From an optimization exercise on the open Yosys and OpenROAD flow, aimed at small area and few clock cycles per item; shortcuts taken in it are not production practice.
RTL that was checked went through simulation tests only; none was proved equivalent to the original.
For run 1, only the layout was checked, not whether the RTL still works.

## flow/design.v (module list and top-level ports; edited modules follow where they fit)
// module hsv_adjust_pipe: 93 lines
// module hsv_adjust_hue: 170 lines
// module hsv_adjust_gain: 1696 lines
// module hsv_adjust_ha: 4 lines
// module hsv_adjust_fa: 4 lines
module hsv_adjust_pipe #(
  parameter int          HW      = 25,
  parameter int          SW      = 18,
  parameter int          FRAC    = 16,
  parameter int unsigned HUE_MAX = 360 << FRAC
) (
  input  logic                 CLK,
  input  logic                 RST_N,
  input  logic                 IN_VALID,
  output logic                 IN_READY,
  input  logic                 IN_SOF,
  input  logic [HW-1:0]        H,
  input  logic [SW-1:0]        S,
  input  logic [SW-1:0]        V,
  input  logic                 CNTL_WR,
  input  logic signed [HW:0]   CNTL_HUE,
  input  logic signed [SW-1:0] CNTL_SAT,
  input  logic signed [SW-1:0] CNTL_VAL,
  input  logic                 CNTL_BYP,
  output logic                 OUT_VALID,
  input  logic                 OUT_READY,
  output logic                 OUT_SOF,
  output logic [HW-1:0]        HO,
  output logic [SW-1:0]        SO,
  output logic [SW-1:0]        VO
);
  // ...
==> flow/flow/run.sh <==
#!/bin/bash
# Standard ORFS layout, with the port buffers made from the smallest buffer
# (every input and output port still gets its own buffer).
set -o pipefail
export BUFFER_PORTS_ARGS="-buffer_cell sky130_fd_sc_hd__buf_1"
bash standard.sh synth > synth.log 2>&1 || exit 1
bash standard.sh finish > layout.log 2>&1 || exit 1
==> flow/standard.sh <==
#!/bin/bash
# synth_recipe.tcl (not shown) runs the flow's synth.tcl, then flattens the netlist and writes it again
# the make line also repeats each setting of config.mk as NAME=value (left out here)
make -C /OpenROAD-flow-scripts/flow DESIGN_CONFIG=/design/flow/config.mk WORK_HOME=/design/flow/orfs CLKGATE_MAP_FILE= SYNTH_SCRIPT=/design/flow/synth_recipe.tcl "${@:-finish}"
==> flow/config.mk <==
export PLATFORM = sky130hd
export DESIGN_NAME = hsv_adjust_pipe
export DESIGN_NICKNAME = hsv_adjust_pipe
export VERILOG_FILES = /design/flow/design.v
export SDC_FILE = /design/flow/constraint.sdc
export NUM_CORES = 4
export LEC_CHECK = 0
export CAP_MARGIN = 0
export CORE_MARGIN = 2
export CORE_UTILIZATION = 40
export SLEW_MARGIN = 0
export SYNTH_HIERARCHICAL = 1
export SYNTH_MINIMUM_KEEP_SIZE = 0
==> flow/constraint.sdc <==
create_clock -name core_clock -period 10.0 [get_ports {CLK}]
set_input_delay 2.0000 -clock core_clock [delete_from_list [all_inputs] [get_ports {CLK}]]
set_output_delay 2.0000 -clock core_clock [all_outputs]
set_load 0.01 [all_outputs]
==> results.toml, run 1 <==
[worst_setup_path]
critPathLaunchType = "flop"
crit_path_frequent_cell = "fa_1"
crit_end = "HO[19]"
startpoint = "b_h[19]"
r2r_slack_ps = 7130
critPathKind = "flop to output port"

[floorplanning]
fp.dieH_um = 245.8
dieArea_sq_um = 60400

[yosys]
synthSimpleGateAreaFrac = 0.1586
synth_common_cells = "595 x nand2_1, 517 x fa_1, 142 x clkbuf_1"
synth_top_family_by_area = "adder cells"
synth_area_per_cell_sq_um = 10.87
synth-edff-count = 123

[cells_and_area]
drive_above_1_share = 0.08841
design_area_sq_um = 25630
multi_input_cells = 1793
largest_cell_class = "multi-input combinational cells"
bufAreaShareNonClock = 0.05164
clock_cell_area_share = 0.02357

[grt]
grt_max_degree = 66
met2_usage = 0.3677
grt_pass1_vias = 18964

[status]
status = "no timing/DRC/antenna violations"

[place]
port_buffers = 193
postPlaceCellArea_sq_um = 24940
hpwl_mm = 48.27
place_inst = 3027

[detailed_routing]
dr.pass1.iters = 6

[timing]
fin_setup_tns_ps = 0
slew_viol_final = 0

[cts]
cts_tree = "built"
cts_buffers = 17

[worst_hold_path]
worst_hold_path.endpoint = "pend[47]"
==> module hsv_adjust_pipe, before the edit <==
module hsv_adjust_pipe #(
  parameter int          HW      = 25,
  parameter int          SW      = 18,
  parameter int          FRAC    = 16,
  parameter int unsigned HUE_MAX = 360 << FRAC
) (
  input  logic                 CLK,
  input  logic                 RST_N,
  input  logic                 IN_VALID,
  output logic                 IN_READY,
  input  logic                 IN_SOF,
  input  logic [HW-1:0]        H,
  input  logic [SW-1:0]        S,
  input  logic [SW-1:0]        V,
  input  logic                 CNTL_WR,
  input  logic signed [HW:0]   CNTL_HUE,
  input  logic signed [SW-1:0] CNTL_SAT,
  input  logic signed [SW-1:0] CNTL_VAL,
  input  logic                 CNTL_BYP,
  output logic                 OUT_VALID,
  input  logic                 OUT_READY,
  output logic                 OUT_SOF,
  output logic [HW-1:0]        HO,
  output logic [SW-1:0]        SO,
  output logic [SW-1:0]        VO
);
  localparam logic [HW:0]   HMAX    = HUE_MAX[HW:0];
  localparam int unsigned   HLAST_I = HUE_MAX - 1;
  localparam logic [HW-1:0] HLAST   = HLAST_I[HW-1:0];
  typedef struct packed {
    logic [HW-1:0] hue;
    logic [SW-1:0] sat;
    logic [SW-1:0] val;
    logic          byp;
  } cntl_t;
  logic  accept, take, pend_flag;
  logic  [HW:0] hue_norm;
  cntl_t wr_set, pend, pend_nx, act;
  assign IN_READY = ~OUT_VALID | OUT_READY;
  assign accept   = IN_VALID & IN_READY;
  assign take     = accept & IN_SOF & (pend_flag | CNTL_WR);
  always_comb begin
    hue_norm = CNTL_HUE;
    if (CNTL_HUE[HW])
      hue_norm = CNTL_HUE + HMAX;
    wr_set  = {hue_norm[HW-1:0], CNTL_SAT, CNTL_VAL, CNTL_BYP};
    pend_nx = CNTL_WR ? wr_set : pend;
  end
  always_ff @(posedge CLK)
    pend <= pend_nx;
  always_ff @(posedge CLK)
    if (take)
      act <= pend_nx;
  logic zero, byp;
  always_ff @(posedge CLK or negedge RST_N) begin
    if (!RST_N) begin
      zero      <= 1'b1;
      byp       <= 1'b0;
      pend_flag <= 1'b0;
    end else begin
      if (take) begin
        zero      <= pend_nx.byp;
        byp       <= pend_nx.byp;
        pend_flag <= 1'b0;
      end else if (CNTL_WR) begin
        pend_flag <= 1'b1;
      end
    end
  end
  logic          b_sof;
  logic [HW-1:0] b_h;
  logic [SW-1:0] b_s, b_v;
  always_ff @(posedge CLK or negedge RST_N) begin
    if (!RST_N)
      OUT_VALID <= 1'b0;
    else if (IN_READY)
      OUT_VALID <= IN_VALID;
  end
  always_ff @(posedge CLK) begin
    if (IN_READY) begin
      b_sof <= IN_SOF;
      b_h   <= H;
      b_s   <= S;
      b_v   <= V;
    end
  end
  hsv_adjust_gain u_sg (.x(b_s), .g(act.sat), .z(zero), .byp(byp), .y(SO));
  hsv_adjust_gain u_vg (.x(b_v), .g(act.val), .z(zero), .byp(byp), .y(VO));
  logic [HW-1:0] off;
  assign off     = act.hue & {HW{~zero}};
  assign OUT_SOF = b_sof;
  hsv_adjust_hue u_hue (.h(b_h), .off(off), .byp(byp), .y(HO));
endmodule
==> inputs of run 2 (changes only) <==
--- a/flow/design.v
+++ b/flow/design.v
@@ -34,5 +34,5 @@
     logic          byp;
   } cntl_t;
-  logic  accept, take, pend_flag;
+  logic  accept, take, pend_flag, act_vld;
   logic  [HW:0] hue_norm;
   cntl_t wr_set, pend, pend_nx, act;
@@ -52,14 +52,11 @@
     if (take)
       act <= pend_nx;
-  logic zero, byp;
   always_ff @(posedge CLK or negedge RST_N) begin
     if (!RST_N) begin
-      zero      <= 1'b1;
-      byp       <= 1'b0;
+      act_vld   <= 1'b0;
       pend_flag <= 1'b0;
     end else begin
       if (take) begin
-        zero      <= pend_nx.byp;
-        byp       <= pend_nx.byp;
+        act_vld   <= 1'b1;
         pend_flag <= 1'b0;
       end else if (CNTL_WR) begin
@@ -85,180 +82,20 @@
     end
   end
+  logic zero, byp;
+  assign zero = act.byp | ~act_vld;
+  assign byp  = act.byp & act_vld;
   hsv_adjust_gain u_sg (.x(b_s), .g(act.sat), .z(zero), .byp(byp), .y(SO));
   hsv_adjust_gain u_vg (.x(b_v), .g(act.val), .z(zero), .byp(byp), .y(VO));
-  logic [HW-1:0] off;
-  assign off     = act.hue & {HW{~zero}};
-  assign OUT_SOF = b_sof;
-  hsv_adjust_hue u_hue (.h(b_h), .off(off), .byp(byp), .y(HO));
-endmodule
-module hsv_adjust_hue (
-  input  logic [24:0] h,
-  input  logic [24:0] off,
-  input  logic        byp,
-  output logic [24:0] y
-);
-  logic clamp, c19;
-  logic [18:0] hc;
-  logic [5:0] hc_hi;
-  logic [6:0] t0, t1;
-  logic [5:0] r0, r1;
-  logic hs1;
-  logic hc2;
-  logic hs3;
-  logic hc4;
-  logic hs5;
-  logic hc6;
-  logic hs7;
-  logic hc8;
-  logic hs9;
-  logic hc10;
-  logic hs11;
-  logic hc12;
-  logic hs13;
-  logic hc14;
-  logic hs15;
-  logic hc16;
-  logic hp17;
-  logic hg18;
-  logic hp19;
-  logic hg20;
-  logic hp21;
-  logic hg22;
-  logic hp23;
-  logic hg24;
-  logic hp25;
-  logic hg26;
-  logic hp27;
-  logic hg28;
-  logic hp29;
-  logic hg30;
-  logic hp31;
-  logic hg32;
-  logic hp33;
-  logic hg34;
-  logic hp35;
-  logic hg36;
-  logic hp37;
-  logic hg38;
-  logic hg39;
-  logic hp40;
-  logic hg41;
-  logic hp42;
-  logic hg43;
-  logic hp44;
-  logic hg45;
-  logic hp46;
-  logic hg47;
-  logic hp48;
-  logic hg49;
-  logic hp50;
-  logic hg51;
-  logic hp52;
-  logic hg53;
-  logic hp54;
-  logic hg55;
-  logic hp56;
-  logic hg57;
-  logic hp58;
-  logic hg59;
-  logic hp60;
-  logic hg61;
-  logic hp62;
-  logic hg63;
-  logic hp64;
-  logic hg65;
-  logic hp66;
-  logic hg67;
-  logic hp68;
-  logic hg69;
-  logic hp70;
-  logic hg71;
-  logic hp72;
-  logic hg73;
-  logic hp74;
-  logic hg75;
-  logic hp76;
-  logic hg77;
-  logic hp78;
-  logic hs79;
-  logic hs80;
-  logic hs81;
-  logic hs82;
-  logic hs83;
-  logic hs84;
-  logic hs85;
-  logic hs86;
-  logic hs87;
-  logic hs88;
-  logic hs89;
-  assign clamp = ~byp & (h[24:19] >= 6'd45);
-  assign hc = h[18:0] | {19{clamp}};
-  assign hc_hi = clamp ? 6'd44 : h[24:19];
-  hsv_adjust_ha u_hs1 (.a(hc[0]), .b(off[0]), .s(hs1), .c(hc2));
-  hsv_adjust_fa u_hs3 (.a(hc[1]), .b(off[1]), .c(hc2), .s(hs3), .co(hc4));
-  hsv_adjust_fa u_hs5 (.a(hc[2]), .b(off[2]), .c(hc4), .s(hs5), .co(hc6));
-  hsv_adjust_fa u_hs7 (.a(hc[3]), .b(off[3]), .c(hc6), .s(hs7), .co(hc8));
-  hsv_adjust_fa u_hs9 (.a(hc[4]), .b(off[4]), .c(hc8), .s(hs9), .co(hc10));
-  hsv_adjust_fa u_hs11 (.a(hc[5]), .b(off[5]), .c(hc10), .s(hs11), .co(hc12));
-  hsv_adjust_fa u_hs13 (.a(hc[6]), .b(off[6]), .c(hc12), .s(hs13), .co(hc14));
-  hsv_adjust_fa u_hs15 (.a(hc[7]), .b(off[7]), .c(hc14), .s(hs15), .co(hc16));
-  hsv_adjust_ha u_hp17 (.a(hc[8]), .b(off[8]), .s(hp17), .c(hg18));
-  hsv_adjust_ha u_hp19 (.a(hc[9]), .b(off[9]), .s(hp19), .c(hg20));
-  hsv_adjust_ha u_hp21 (.a(hc[10]), .b(off[10]), .s(hp21), .c(hg22));
-  hsv_adjust_ha u_hp23 (.a(hc[11]), .b(off[11]), .s(hp23), .c(hg24));
-  hsv_adjust_ha u_hp25 (.a(hc[12]), .b(off[12]), .s(hp25), .c(hg26));
-  hsv_adjust_ha u_hp27 (.a(hc[13]), .b(off[13]), .s(hp27), .c(hg28));
-  hsv_adjust_ha u_hp29 (.a(hc[14]), .b(off[14]), .s(hp29), .c(hg30));
-  hsv_adjust_ha u_hp31 (.a(hc[15]), .b(off[15]), .s(hp31), .c(hg32));
-  hsv_adjust_ha u_hp33 (.a(hc[16]), .b(off[16]), .s(hp33), .c(hg34));
-  hsv_adjust_ha u_hp35 (.a(hc[17]), .b(off[17]), .s(hp35), .c(hg36));
-  hsv_adjust_ha u_hp37 (.a(hc[18]), .b(off[18]), .s(hp37), .c(hg38));
-  assign hg39 = hg18 | (hp17 & hc16);
-  assign hg41 = hg22 | (hp21 & hg20);
-  assign hp42 = hp21 & hp19;
-  assign hg43 = hg26 | (hp25 & hg24);
-  assign hp44 = hp25 & hp23;
-  assign hg45 = hg30 | (hp29 & hg28);
-  assign hp46 = hp29 & hp27;
-  assign hg47 = hg34 | (hp33 & hg32);
-  assign hp48 = hp33 & hp31;
-  assign hg49 = hg38 | (hp37 & hg36);
-  assign hp50 = hp37 & hp35;
-  assign hg51 = hg20 | (hp19 & hg39);
-  assign hg53 = hg41 | (hp42 & hg39);
-  assign hg55 = hg28 | (hp27 & hg43);
-  assign hp56 = hp27 & hp44;
-  assign hg57 = hg45 | (hp46 & hg43);
-  assign hp58 = hp46 & hp44;
-  assign hg59 = hg36 | (hp35 & hg47);
-  assign hp60 = hp35 & hp48;
-  assign hg61 = hg49 | (hp50 & hg47);
-  assign hp62 = hp50 & hp48;
-  assign hg63 = hg24 | (hp23 & hg53);
-  assign hg65 = hg43 | (hp44 & hg53);
-  assign hg67 = hg55 | (hp56 & hg53);
-  assign hg69 = hg57 | (hp58 & hg53);
-  assign hg71 = hg32 | (hp31 & hg69);
-  assign hg73 = hg47 | (hp48 & hg69);
-  assign hg75 = hg59 | (hp60 & hg69);
-  assign hg77 = hg61 | (hp62 & hg69);
-  assign hs79 = hp17 ^ hc16;
-  assign hs80 = hp19 ^ hg39;
-  assign hs81 = hp21 ^ hg51;
-  assign hs82 = hp23 ^ hg53;
-  assign hs83 = hp25 ^ hg63;
-  assign hs84 = hp27 ^ hg65;
-  assign hs85 = hp29 ^ hg67;
-  assign hs86 = hp31 ^ hg69;
-  assign hs87 = hp33 ^ hg71;
-  assign hs88 = hp35 ^ hg73;
-  assign hs89 = hp37 ^ hg75;
-  assign c19 = hg77;
-  assign y[18:0] = {hs89, hs88, hs87, hs86, hs85, hs84, hs83, hs82, hs81, hs80, hs79, hs15, hs13, hs11, hs9, hs7, hs5, hs3, hs1};
-  assign t0 = {1'b0, hc_hi} + {1'b0, off[24:19]} + {6'd0, c19};
-  assign r0 = (~byp & (t0 >= 7'd45)) ? 6'(t0 - 7'd45) : t0[5:0];
-  assign t1 = '0;
-  assign r1 = '0;
-  assign y[24:19] = r0;
+  logic [HW-1:0] h_cl, off;
+  logic [HW:0]   hs;
+  always_comb begin
+    off  = act.hue & {HW{~zero}};
+    h_cl = (!byp && {1'b0, b_h} >= HMAX) ? HLAST : b_h;
+    hs   = {1'b0, h_cl} + {1'b0, off};
+    if (!byp && hs >= HMAX)
+      hs = hs - HMAX;
+    OUT_SOF = b_sof;
+    HO = hs[HW-1:0];
+  end
 endmodule
 module hsv_adjust_gain (
--- a/flow/config.mk
+++ b/flow/config.mk
@@ -6,8 +6,8 @@
 export NUM_CORES = 4
 export LEC_CHECK = 0
-export CAP_MARGIN = 0
+export CAP_MARGIN = 20
 export CORE_MARGIN = 2
 export CORE_UTILIZATION = 40
-export SLEW_MARGIN = 0
+export SLEW_MARGIN = 20
 export SYNTH_HIERARCHICAL = 1
 export SYNTH_MINIMUM_KEEP_SIZE = 0
==> results.toml, run 2 <==
[status]
status = "no timing/DRC/antenna violations"

[cells_and_area]
fill_cells = 5487
design_area_sq_um = 26240
n_antenna_cell = 0
most-common-layout-cells = "608 x nand2_1, 509 x fa_1, 192 x buf_1"
largest_registers = "act: 62 flops, pend: 62 flops, b_h: 25 flops"
final_common_cell = "nand2_1"
drive_above_1_share = 0.08157
stdcell_count = 3188
syn_to_final_growth_pct = 9.479
finalNetCount = 3146

[detailed_routing]
final_antenna_net_count = 0
vias = 17489
drt_iter0_markers = 1109
dr.pass1.iters = 5
wl_mm = 66.67
vias_per_cell = 5.486
wl_per_cell_um = 20.91
drc_errors = 0

[yosys]
synth_common_cells = "608 x nand2_1, 509 x fa_1, 147 x clkbuf_1"
netlist_area_sq_um = 23970
synth_area_per_cell_sq_um = 10.57
yosysMostFrequentCell = "nand2_1"
yosysWarnings = 7
syn-instance-count = 2267
ys_ff_latch = 189
yosys.area.top_type_share = 0.4251
synth-edff-count = 124
seq_area_frac_synth = 0.2103
synth_area_leaders = "fa_1 43%, edfxtp_1 16%, nand2_1 9.5%"
synthArstFlopShare = 0.01587
ys.flop_type = "edfxtp_1"
ys_types = 75
yosys.area.top_type = "fa_1"

[grt]
grtUsageMet3 = 0.04054
grt_pass1_vias = 19511
grt_overflow = 0
met2_usage = 0.3669
grt_max_degree = 65
grt_pass1_wl_mm = 106.1
antenna_found_initial = 3
grt.busiest_layer = "met2"
met1_usage = 0.2782
grt_usage = 0.2210

[worst_setup_path]
crit_slowest_cell = "fa_1"
rr_startpoint = "OUT_VALID"
cp_max_fo = 23
startpoint = "act[0]"
critPathLaunchType = "flop"
critPathKind = "flop to output port"
worstRegToRegCells = 4
end_kind = "output port"
crit_end = "SO[0]"
crit_arrival_ps = 7600
r2r_slack_ps = 8090
critPathMaxStageDelay_ps = 600
required_ps = 8000
r2r-end = "act[26]"
crit_path_frequent_cell = "fa_1"

[timing]
hold_slack_ps = 475.4
clock.fmax_mhz = 104.2
fin_setup_tns_ps = 0
setup_viol = 0
finalClockSkew_ps = 7.852
slew_headroom = 0.3334
rsz0062_at_grt = "false"
period_needed_ps = 9596
tightest_slew_ps = 999.9
fin_crit_sh = 0.9596
slew_viol_final = 0
final_hold_viol_count = 0

[floorplanning]
placementRows = 89
pin_count = 194
core_sq_um = 59130
start_util = 0.4054
die_width_um = 248.8
dieArea_sq_um = 61900
fp.dieH_um = 248.8

[cts]
cts-htree-levels = 4
insertion_delay_ps = 480
cts.sinks = 189
clk_pin_slew_worst_paths_ps = 80
cts_tree = "built"
postCtsHoldBufs = 0
cts_buffers = 17
cts_root_buf = "clkbuf_16"
clockBufferDepth = 2

[flow_run]
drv_cap = 0

[place]
postPlaceCellArea_sq_um = 25600
hpwl_mm = 50.77
port_buffers = 193
place_inst = 3155
place.gp.congestion = 0.8805

[worst_hold_path]
worstHoldPathType = "flop to flop"
hp-start = "pend[3]"
-- run 2: logic make-up after synthesis --
family	after synthesis	share of synthesized area
flip-flops	189	0.2103
buffers and inverters	190	0.03106
adder cells (fa/ha/maj)	614	0.4799
XOR/XNOR	37	0.01383
other	2	0.0003133
AND/OR/NAND/NOR	930	0.1676
multiplexers	59	0.02761
AO/OA/AOI/OAI	246	0.06938
-- run 2: Yosys stat by module (local to each module, per instance) --
module	copies in the design	cells	cell area [sq um]	flops+latches
hsv_adjust_fa	508	1	20.02	0
hsv_adjust_gain	2	552	2487	0
hsv_adjust_ha	62	1	12.51	0
hsv_adjust_pipe	1	593	8049	189
-- run 2: through the flow --
stage / utilization / setup WS [ps]
3_5_place_dp: 0.4330 / 419.4
3_3_place_gp: 0.4330 / 630.8
4_1_cts: 0.4429 / 58.66
6_report: 0.4438 / 403.7
5_1_grt: 0.4438 / 14.78
2_1_floorplan: - / 963.0
-- run 2: final cells by class --
| class | instances | area, sq um | area share |
|---|---|---|---|
| clock buffers | 17 | 425.4 | 0.01621 |
| clock inverters | 15 | 156.4 | 0.005960 |
| inverters | 16 | 62.56 | 0.002384 |
| multi-input cells | 1918 | 18340 | 0.6988 |
| flip-flops and latches | 189 | 5040 | 0.1921 |
| well taps | 773 | 967.2 | 0.03686 |
| repair buffers | 260 | 1251 | 0.04768 |
-- run 2: repair_timing --
| item | in CTS | in global routing |
|---|---|---|
| hold endpoints to repair | 0 | 0 |
| setup buffers | 0 | 1 |
| resized for setup | 1 | 9 |
| pin swaps | 0 | 1 |
| endpoints found under the setup margin | 16 | 33 |
-- run 2: worst max-delay path: cells and delay by family, from the launching register on --
family	cells	cell delay [ps]
adder cells (fa/ha/maj)	8	3370
AO/OA/AOI/OAI	9	1670
flip-flops	1	390
buffers and inverters	5	1040
AND/OR/NAND/NOR	4	630
-- run 2: worst min path at each step --
stage | endpoint | depth (start not counted)
2_1_floorplan | pend[0] | 1
3_5_place_dp | pend[25] | 1
4_1_cts | pend[24] | 1
3_3_place_gp | pend[2] | 1
5_1_grt | pend[9] | 1
6_report | pend[3] | 1
-- run 2: layer usage --
metal | vias to the layer above | part of all wire
met5 | - | 0.00042
met4 | 4 | 0.044
met3 | 141 | 0.066
met2 | 698 | 0.48
met1 | 9037 | 0.41
li1 | 7609 | -
Testbench counts of run 2, summed over its fixed seeds: cycles 16,008, items 16,000.

-- port drivers added, routing unchanged --
The results above use ideal ports. As a check the final layouts listed here were re-extracted and re-timed, cells and wires unchanged.
Step 1 (the two cells are an assumption about what drives the block):
set clk [get_ports {CLK}]
set_driving_cell -lib_cell sky130_fd_sc_hd__clkbuf_16 $clk
set_driving_cell -lib_cell sky130_fd_sc_hd__buf_2 [delete_from_list [all_inputs] $clk]
Step 2 moves the port delays by t, midway between the first and last clock arrival at a register: inputs arrive t later, outputs are due t later. That takes back most of the time a late clock gives input paths.
a / b / c = no drivers / after step 1 / after step 2; a / b = the first two.
| run | t, ns | setup slack, ns | hold WS [ns] | worst slew at a driven data input, ns |
|---|---|---|---|---|
| run 1 | 0.536 | 0.333 / 0.279 / 0.815 | 0.459 / 0.459 / 0.459 | 0.11 |
| run 2 | 0.532 | 0.404 / 0.351 / 0.884 | 0.475 / 0.475 / 0.475 | 0.07 |
After both steps every run listed still meets setup and hold.
